Background: an optimization exercise with open tools, aiming at small area, a short achievable clock period and few clock cycles per item. Do not read the settings as production practice. The RTL was checked by simulation tests, not by an equivalence proof against the original design. Power is estimated from default activity; no workload was simulated.

==> flow/design.v (excerpt) <==
module consistent_hash_ring_lookup #(
  parameter int unsigned MAX_NODES = chrl_pkg::MAX_NODES_DEF,
  parameter int unsigned HASH_BITS = chrl_pkg::HASH_BITS_DEF,
  parameter int unsigned TAG_BITS  = chrl_pkg::TAG_BITS_DEF
) (
  input  logic                             clk_i,
  input  logic                             rst_ni,
  input  logic                             s_axis_tvalid,
  output logic                             s_axis_tready,
  input  logic [chrl_pkg::IN_DATA_W-1:0]   s_axis_tdata,
  input  logic [chrl_pkg::IN_USER_W-1:0]   s_axis_tuser,
  output logic                             m_axis_tvalid,
  input  logic                             m_axis_tready,
  output logic [chrl_pkg::OUT_DATA_W-1:0]  m_axis_tdata
);
Size: roughly 5100 cells after synthesis, roughly 1400 flip-flops, about 95 I/O pins, about 0.054 mm^2 of cells after synthesis.
export LEC_CHECK = 0
export CAP_MARGIN = 20
export CORE_MARGIN = 2
export CORE_UTILIZATION = 62
export SETUP_SLACK_MARGIN = 2.9
export SLEW_MARGIN = 20
create_clock -name core_clock -period 6.0 [get_ports {clk_i}]
run.sh (not shown) runs the stock make flow with config.mk's settings and CLKGATE_MAP_FILE= SYNTH_SCRIPT=/design/flow/synth_recipe.tcl, a recipe that flattens the netlist after the stock synthesis.
Testbench counts at the start, summed over its fixed seeds: cycles 32,567, items 32,000.
Edit:
--- a/flow/config.mk
+++ b/flow/config.mk
@@ -8,5 +8,5 @@
 export CAP_MARGIN = 20
 export CORE_MARGIN = 2
-export CORE_UTILIZATION = 62
-export SETUP_SLACK_MARGIN = 2.9
+export CORE_UTILIZATION = 50
+export SETUP_SLACK_MARGIN = 3.3
 export SLEW_MARGIN = 20
Result: The new run finished with timing, DRC and antenna clean. Count of clock-buffer cells in the layout goes up by 9. Total power rose by 4.1%. Global-route usage shrinks by 4.4 points. Sequential power stays flat. Sequential share of layout area came out lower by 2.3 points. Non-clock buffer count went up by 128. Routed wire length rose by 7.7%.
Edit:
--- a/flow/config.mk
+++ b/flow/config.mk
@@ -9,4 +9,4 @@
 export CORE_MARGIN = 2
 export CORE_UTILIZATION = 50
-export SETUP_SLACK_MARGIN = 3.3
+export SETUP_SLACK_MARGIN = 2.9
 export SLEW_MARGIN = 20
=> The new run passed the timing, DRC and antenna checks. Synthesized area does not change. First-iteration DRC count fell by 4.7%. Count of clock-buffer cells in the layout drops by 3. Sequential power is about the same. Non-clock buffer count came out lower by 123. Synthesized cell count stays the same. Utilization came out lower by 3.2 points. Hold slack gets worse by 0.0078 ns.


== the reference run ==
consistent_hash_ring_lookup, a different RTL version from the one above (not shown whole).
For scale: ~6,000 cells after synthesis, roughly 1,400 flip-flops, roughly 95 I/O pins, ~0.051 mm2 of cells after synthesis.
==> flow/config.mk <==
export PLATFORM = sky130hd
export DESIGN_NAME = consistent_hash_ring_lookup
export DESIGN_NICKNAME = consistent_hash_ring_lookup
export VERILOG_FILES = /design/flow/design.v
export SDC_FILE = /design/flow/constraint.sdc
export NUM_CORES = 4
export LEC_CHECK = 0
export CAP_MARGIN = 20
export CORE_MARGIN = 2
export CORE_UTILIZATION = 50
export SETUP_SLACK_MARGIN = 2.9
export SLEW_MARGIN = 20
==> flow/constraint.sdc <==
create_clock -name core_clock -period 6.0 [get_ports {clk_i}]
set_input_delay 1.2000 -clock core_clock [delete_from_list [all_inputs] [get_ports {clk_i}]]
set_output_delay 1.2000 -clock core_clock [all_outputs]
set_load 0.01 [all_outputs]
standard.sh (not shown) runs the stock make flow with config.mk's settings and CLKGATE_MAP_FILE= SYNTH_SCRIPT=/design/flow/synth_recipe.tcl, a recipe that flattens the netlist after the stock synthesis.
==> flow/flow/run.sh <==
#!/bin/bash
# The standard layout with two changes:
#  - synthesis maps the logic with flow/abc_map.script (see flow/abc_override.tcl);
#    the synthesis script is otherwise the standard flow's synth_recipe.tcl, unchanged;
#  - the buffers on every input and output port are buf_4 cells instead of the
#    slow delay buffers buffer_ports picks by default.
# Each tool's output goes to a log here: synthesis and the rest of the flow
# write standard.log, and ORFS keeps its per-step logs under orfs/logs.
set -euo pipefail
here=$(pwd)
export FLOW_ABC_SCRIPT="$here/flow/abc_map.script"
export BUFFER_PORTS_ARGS="-buffer_cell sky130_fd_sc_hd__buf_4"
{ head -n 1 synth_recipe.tcl; cat flow/abc_override.tcl; tail -n +2 synth_recipe.tcl; } > my_synth.tcl
sed "s#SYNTH_SCRIPT=[^ ]*synth_recipe.tcl#SYNTH_SCRIPT=$here/my_synth.tcl#" standard.sh > my_standard.sh
grep -q "SYNTH_SCRIPT=$here/my_synth.tcl" my_standard.sh
bash my_standard.sh > standard.log 2>&1
==> flow/flow/abc_map.script <==
strash
ifraig
scorr
dc2
dch -f
map -D 1200
topo
buffer -c
upsize -c -D 1200
dnsize -c -D 1200
==> flow/flow/abc_override.tcl <==
# Map the logic with flow/abc_map.script instead of ORFS's abc_speed.script:
# ORFS hands abc a clock period it reads as 6 ps, and its script then builds
# the 64-bit comparators as long maj3 chains. abc_map.script maps with a
# real delay target and recovers area under it. Everything else about the
# synthesis (registers, flattening, names) is the standard flow's.
proc abc {args} {
  set out {}
  set skip 0
  foreach a $args {
    if {$skip == 1} { lappend out $::env(FLOW_ABC_SCRIPT); set skip 0; continue }
    if {$skip == 2} { set skip 0; continue }
    if {$a eq "-script"} { lappend out $a; set skip 1; continue }
    if {$a eq "-D"} { set skip 2; continue }
    lappend out $a
  }
  yosys abc {*}$out
}
The reference run went all the way through the flow, and no timing, DRC or antenna check failed.
Testbench counts of the reference run, summed over its fixed seeds: cycles 32,567, items 32,000.
diff inputs: the reference run => the trial run
Settings: CTS_CLUSTER_SIZE now 30, previously not set; CTS_CLUSTER_DIAMETER now 120, previously not set.
Notes after the runs:
- Between the trial run and the reference run, the adder-cell share of the synthesized area does not differ in any meaningful way.
- Between the trial run and the reference run, the difference in die area is negligible.
- Taking the reference run as the reference, in the trial run routed wire length lost 2800 um; combinational fraction of design power picked up an extra 3.9 points.


The RTL this note starts from:
==> flow/design.v <==
`default_nettype none
package chrl_pkg;
  localparam int unsigned MAX_NODES_DEF = 16;
  localparam int unsigned HASH_BITS_DEF = 64;
  localparam int unsigned TAG_BITS_DEF  = 8;
  localparam int unsigned IN_HASH_W = 64;
  localparam int unsigned IN_TAG_W  = 8;
  localparam int unsigned IN_DATA_W = IN_HASH_W + IN_TAG_W;
  localparam int unsigned IN_USER_W = 1;
  localparam int unsigned OUT_STATUS_W = 2;
  localparam int unsigned OUT_OWNER_W  = 8;
  localparam int unsigned OUT_COUNT_W  = 5;
  localparam int unsigned OUT_USED_W   = OUT_STATUS_W + OUT_OWNER_W + OUT_COUNT_W;
  localparam int unsigned OUT_DATA_W   = ((OUT_USED_W + 7) / 8) * 8;
  localparam int unsigned OUT_OWNER_LO = OUT_STATUS_W;
  localparam int unsigned OUT_COUNT_LO = OUT_STATUS_W + OUT_OWNER_W;
  localparam logic OP_JOIN   = 1'b0;
  localparam logic OP_LOOKUP = 1'b1;
  localparam logic [OUT_STATUS_W-1:0] STAT_OK    = 2'd0;
  localparam logic [OUT_STATUS_W-1:0] STAT_EMPTY = 2'd1;
  localparam logic [OUT_STATUS_W-1:0] STAT_FULL  = 2'd2;
  typedef enum logic [1:0] {
    ST_IDLE,
    ST_LOOK,
    ST_JOIN,
    ST_FIN
  } chrl_state_e;
endpackage
`default_nettype wire
`default_nettype none
module chrl_ram #(
  parameter int unsigned WIDTH = 8,
  parameter int unsigned DEPTH = 16
) (
  input  logic                   clk_i,
  input  logic                   we_i,
  input  logic [WIDTH-1:0]       wdata_i,
  output logic [DEPTH*WIDTH-1:0] data_o     
);
  logic [DEPTH*WIDTH-1:0] mem_q;
  always_ff @(posedge clk_i) begin
    mem_q <= {mem_q[(DEPTH-1)*WIDTH-1:0],
              we_i ? wdata_i : mem_q[(DEPTH-1)*WIDTH +: WIDTH]};
  end
  assign data_o = mem_q;
endmodule
`default_nettype wire
`default_nettype none
import chrl_pkg::*;
module consistent_hash_ring_lookup #(
  parameter int unsigned MAX_NODES = chrl_pkg::MAX_NODES_DEF,
  parameter int unsigned HASH_BITS = chrl_pkg::HASH_BITS_DEF,
  parameter int unsigned TAG_BITS  = chrl_pkg::TAG_BITS_DEF
) (
  input  logic                             clk_i,
  input  logic                             rst_ni,
  input  logic                             s_axis_tvalid,
  output logic                             s_axis_tready,
  input  logic [chrl_pkg::IN_DATA_W-1:0]   s_axis_tdata,
  input  logic [chrl_pkg::IN_USER_W-1:0]   s_axis_tuser,
  output logic                             m_axis_tvalid,
  input  logic                             m_axis_tready,
  output logic [chrl_pkg::OUT_DATA_W-1:0]  m_axis_tdata
);
  localparam int unsigned N      = MAX_NODES;
  localparam int unsigned CNT_W  = $clog2(MAX_NODES + 1);
  localparam int unsigned WORD_W = HASH_BITS + TAG_BITS;
  localparam int unsigned RES_W  = OUT_USED_W;
  localparam int unsigned OBUF   = 2;   
  localparam logic [CNT_W-1:0] CNT_MAX = CNT_W'(MAX_NODES);
  localparam int unsigned HALF_W = HASH_BITS / 2;
  function automatic logic [1:0] half_cmp(input logic [HALF_W-1:0] a, input logic [HALF_W-1:0] b);
    logic [HALF_W-1:0] g, p;
    g = a & ~b;
    p = a | ~b;
    for (int w = 1; w < HALF_W; w = w * 2) begin
      for (int k = 0; k + w < HALF_W; k = k + 2 * w) begin
        p[k] = g[k + w] | (p[k + w] & p[k]);
        g[k] = g[k + w] | (p[k + w] & g[k]);
      end
    end
    half_cmp = {g[0], p[0]};
  endfunction
  logic                 room;        
  logic                 join_ok_q;   
  logic                 in_accept;
  logic                 in_join;
  logic [HASH_BITS-1:0] in_hash;
  logic [TAG_BITS-1:0]  in_tag;
  assign s_axis_tready = room && (join_ok_q || (s_axis_tuser[0] == OP_LOOKUP));
  assign in_accept     = s_axis_tvalid && s_axis_tready;
  assign in_join       = (s_axis_tuser[0] == OP_JOIN);
  assign in_hash       = s_axis_tdata[HASH_BITS-1:0];
  assign in_tag        = TAG_BITS'(s_axis_tdata[IN_HASH_W +: IN_TAG_W]);
  logic [N-1:0]         vld_q;       
  logic [CNT_W-1:0]     count_q;
  logic                 full;
  logic                 a_ins;       
  logic [N*WORD_W-1:0]  ram_data;
  logic [N-1:0]         gt_hi;       
  logic [N-1:0]         ge_rest;     
  assign full  = (count_q == CNT_MAX);
  assign a_ins = in_accept && in_join && !full;
  chrl_ram #(
    .WIDTH (WORD_W),
    .DEPTH (N)
  ) u_ram (
    .clk_i   (clk_i),
    .we_i    (a_ins),
    .wdata_i ({in_tag, ~in_hash}),    
    .data_o  (ram_data)
  );
  always_comb begin
    for (int p = 0; p < N; p++) begin
      logic [1:0] hi, lo;
      hi = half_cmp(~ram_data[p*WORD_W + HALF_W +: HALF_W], in_hash[HALF_W +: HALF_W]);
      lo = half_cmp(~ram_data[p*WORD_W +: HALF_W], in_hash[0 +: HALF_W]);
      gt_hi[p]   = hi[1] & vld_q[p];
      ge_rest[p] = hi[0] & lo[0] & vld_q[p];
    end
  end
  logic                 b_valid_q;
  logic                 b_join_q;
  logic                 b_ins_q;       
  logic [N-1:0]         b_gt_hi_q;
  logic [N-1:0]         b_ge_rest_q;
  logic [N-1:0]         b_ge;
  always_ff @(posedge clk_i) begin
    b_join_q <= in_join;
    b_ins_q  <= a_ins;
    b_gt_hi_q   <= gt_hi;
    b_ge_rest_q <= ge_rest;
  end
  logic [N-1:0]        prec_q [N];    
  logic [N-1:0]        prec_d [N];
  logic [TAG_BITS-1:0] head_tag_q;    
  logic [N-1:0]        bge;           
  logic [N-1:0]        gm;
  logic [N-1:0]        sel;
  logic [N-1:0]        vld_old;       
  logic                any_ge;
  logic                new_head;
  logic [TAG_BITS-1:0] owner;
  logic [OUT_STATUS_W-1:0] b_status;
  assign b_ge    = b_gt_hi_q | b_ge_rest_q;
  assign bge     = {b_ge[N-2:0], b_ge[N-1]};
  assign gm      = bge;
  assign any_ge  = |gm;
  assign vld_old = {vld_q[N-1:1], 1'b0};      
  always_comb begin
    for (int p = 0; p < N; p++) begin
      sel[p] = gm[p];
      for (int q = 0; q < N; q++) begin
        if (q < p) begin
          if (gm[q] && prec_q[q][p]) sel[p] = 1'b0;
        end else if (q > p) begin
          if (gm[q] && !prec_q[p][q]) sel[p] = 1'b0;
        end
      end
    end
  end
  always_comb begin
    owner = '0;
    for (int p = 0; p < N; p++) begin
      owner |= sel[p] ? ram_data[p*WORD_W + HASH_BITS +: TAG_BITS] : '0;
    end
    if (!any_ge) owner = head_tag_q;
  end
  assign new_head = &(bge | ~vld_old);
  always_comb begin
    for (int p = 0; p < N; p++) prec_d[p] = '0;
    for (int p = 0; p < N - 1; p++) begin
      for (int q = p + 1; q < N - 1; q++) begin
        prec_d[p+1][q+1] = prec_q[p][q];
      end
      prec_d[0][p+1] = !prec_q[p][N-1];
    end
    if (b_valid_q && b_ins_q) begin
      for (int q = 1; q < N - 1; q++) begin
        prec_d[1][q+1] = bge[q];
      end
      prec_d[0][1] = !bge[N-1];
    end
  end
  always_ff @(posedge clk_i) begin
    for (int p = 0; p < N; p++) begin
      for (int q = p + 1; q < N; q++) begin
        prec_q[p][q] <= prec_d[p][q];
      end
    end
    if (b_valid_q && b_ins_q && new_head) begin
      head_tag_q <= ram_data[HASH_BITS +: TAG_BITS];
    end
  end
  always_comb begin
    if (b_join_q) b_status = b_ins_q ? STAT_OK : STAT_FULL;
    else          b_status = (count_q != '0) ? STAT_OK : STAT_EMPTY;
  end
  logic [RES_W-1:0] b_result;
  assign b_result = {OUT_COUNT_W'(count_q),
                     ((!b_join_q && (count_q != '0)) ? owner : TAG_BITS'(0)),
                     b_status};
  logic [RES_W-1:0] ob_data_q [OBUF];
  logic [OBUF-1:0]  ob_vld_q;         
  logic             ob_pop;
  logic [OBUF-1:0]  ob_vld_pop;       
  assign ob_pop     = ob_vld_q[0] && m_axis_tready;
  assign ob_vld_pop = ob_pop ? (ob_vld_q >> 1) : ob_vld_q;
  always_ff @(posedge clk_i) begin
    for (int i = 0; i < OBUF; i++) begin
      if (b_valid_q && !ob_vld_pop[i] && ((i == 0) ? 1'b1 : ob_vld_pop[i-1])) begin
        ob_data_q[i] <= b_result;
      end else if (ob_pop && (i < OBUF - 1)) begin
        ob_data_q[i] <= ob_data_q[(i < OBUF - 1) ? i + 1 : i];
      end
    end
  end
  logic room_q, room_pop_q;
  assign room = room_q || (m_axis_tready && room_pop_q);
  logic [N-1:0] vld_d;
  logic [CNT_W-1:0] count_d;
  logic [OBUF-1:0] ob_vld_d;
  logic [2:0]      fill_d;         
  logic            room_d, room_pop_d;
  always_comb begin
    ob_vld_d   = b_valid_q ? {ob_vld_pop[OBUF-2:0], 1'b1} : ob_vld_pop;
    fill_d     = 3'(in_accept);
    for (int i = 0; i < OBUF; i++) fill_d += 3'(ob_vld_d[i]);
    room_d     = fill_d < 3'(OBUF);
    room_pop_d = ob_vld_d[0] && (fill_d < 3'(OBUF + 1));
    vld_d      = {vld_q[N-2:0], a_ins ? 1'b1 : vld_q[N-1]};
    count_d    = a_ins ? count_q + CNT_W'(1) : count_q;
  end
  always_ff @(posedge clk_i or negedge rst_ni) begin
    if (!rst_ni) begin
      b_valid_q <= 1'b0;
      ob_vld_q  <= '0;
      room_q    <= 1'b0;
      room_pop_q <= 1'b0;
      join_ok_q <= 1'b0;
      vld_q     <= '0;
      count_q   <= '0;
    end else begin
      b_valid_q <= in_accept;
      ob_vld_q  <= ob_vld_d;
      room_q    <= room_d;
      room_pop_q <= room_pop_d;
      join_ok_q <= (count_d == CNT_MAX) || !vld_d[N-1];
      vld_q     <= vld_d;
      count_q   <= count_d;
    end
  end
  assign m_axis_tvalid = ob_vld_q[0];
  assign m_axis_tdata  = OUT_DATA_W'(ob_data_q[0]);
endmodule
`default_nettype wire
clock: 6.0 ns
lec_check: 0
cap_margin: 20
core_margin: 2
core_utilization: 50
cts_cluster_diameter: 110
cts_cluster_size: 26
place_density: 0.8
setup_slack_margin: 3.15
slew_margin: 20
Scripts as last shown in full above: flow/flow/run.sh, flow/flow/abc_map.script, flow/flow/abc_override.tcl
Testbench counts at the start, summed over its fixed seeds: cycles 32,213, items 32,000.
Edit:
- PLACE_DENSITY: 0.8 -> unset
- SETUP_SLACK_MARGIN: 3.15 -> 3.0
What happened:
- The new run produced a clean layout
- area after synthesis does not change
- final cell count went down by 0.42%
- sequential power stays flat
- critical path depth went down by 1
- routed wire length went up by 2.2%
Edit:
- SETUP_SLACK_MARGIN: 3.0 -> 3.15
Result: Final area goes up by 0.98%. Count of clock-buffer cells in the layout does not change. Wire length goes up by 0.53%. Via count goes up by 0.71%.
Edit:
- PLACE_DENSITY: unset -> 0.8
- SETUP_SLACK_MARGIN: 3.15 -> 3.3
Outcome: Sequential power is about the same; routed wire length decreases by 2.4%; design area increases by 0.62%; non-clock buffer count increases by 8; total power increases by 0.50%; global-route usage decreases by 0.86 points; fmax increases by 1.2%; sequential cell count does not change; count of clock-buffer cells in the layout increases by 2.

re-timing with driven ports:
No port has a modelled driver above. Below, the same layouts with a new extraction and two added sets of constraints. Step 1, drivers: a clkbuf_16 drives clk_i and a buf_2 each remaining input, both assumed. Step 2 moves the port delays by t, midway between the first and last clock arrival at a register: inputs arrive t later, outputs are due t later. That takes back most of the time a late clock gives input paths. Three values: ideal ports, drivers, drivers and shift; two values: the first two.
run | t, ns | slack for setup (ns) | worst setup path at the end | slew at the worst register clock pin (ns)
the first run of note 1 | 0.815 | 2.786 / 2.794 / 1.980 | input to register | 0.07 / 0.07
the second run of note 1 | 0.824 | 2.951 / 2.921 / 2.097 | input to register | 0.07 / 0.07
the third run of note 1 | 0.824 | 2.901 / 2.926 / 2.102 | input to register | 0.07 / 0.07
the reference run | 0.806 | 2.924 / 2.945 / 2.156 | input to register | 0.07 / 0.07
the trial run | 0.770 | 2.935 / 2.935 / 2.218 | input to register | 0.12 / 0.12
the first run of note 3 | 0.764 | 3.138 / 3.116 / 2.481 | input to register | 0.11 / 0.11
the second run of note 3 | 0.774 | 3.014 / 3.014 / 2.325 | input to register | 0.11 / 0.11
the third run of note 3 | 0.775 | 3.143 / 3.123 / 2.420 | input to register | 0.11 / 0.11
the fourth run of note 3 | 0.747 | 3.177 / 3.117 / 2.533 | input to register | 0.11 / 0.11
After both steps every run listed still meets setup and hold. The setup slack of the second run of note 1, which loses most, moves by -0.030 ns with the drivers and by -0.854 ns with both steps.
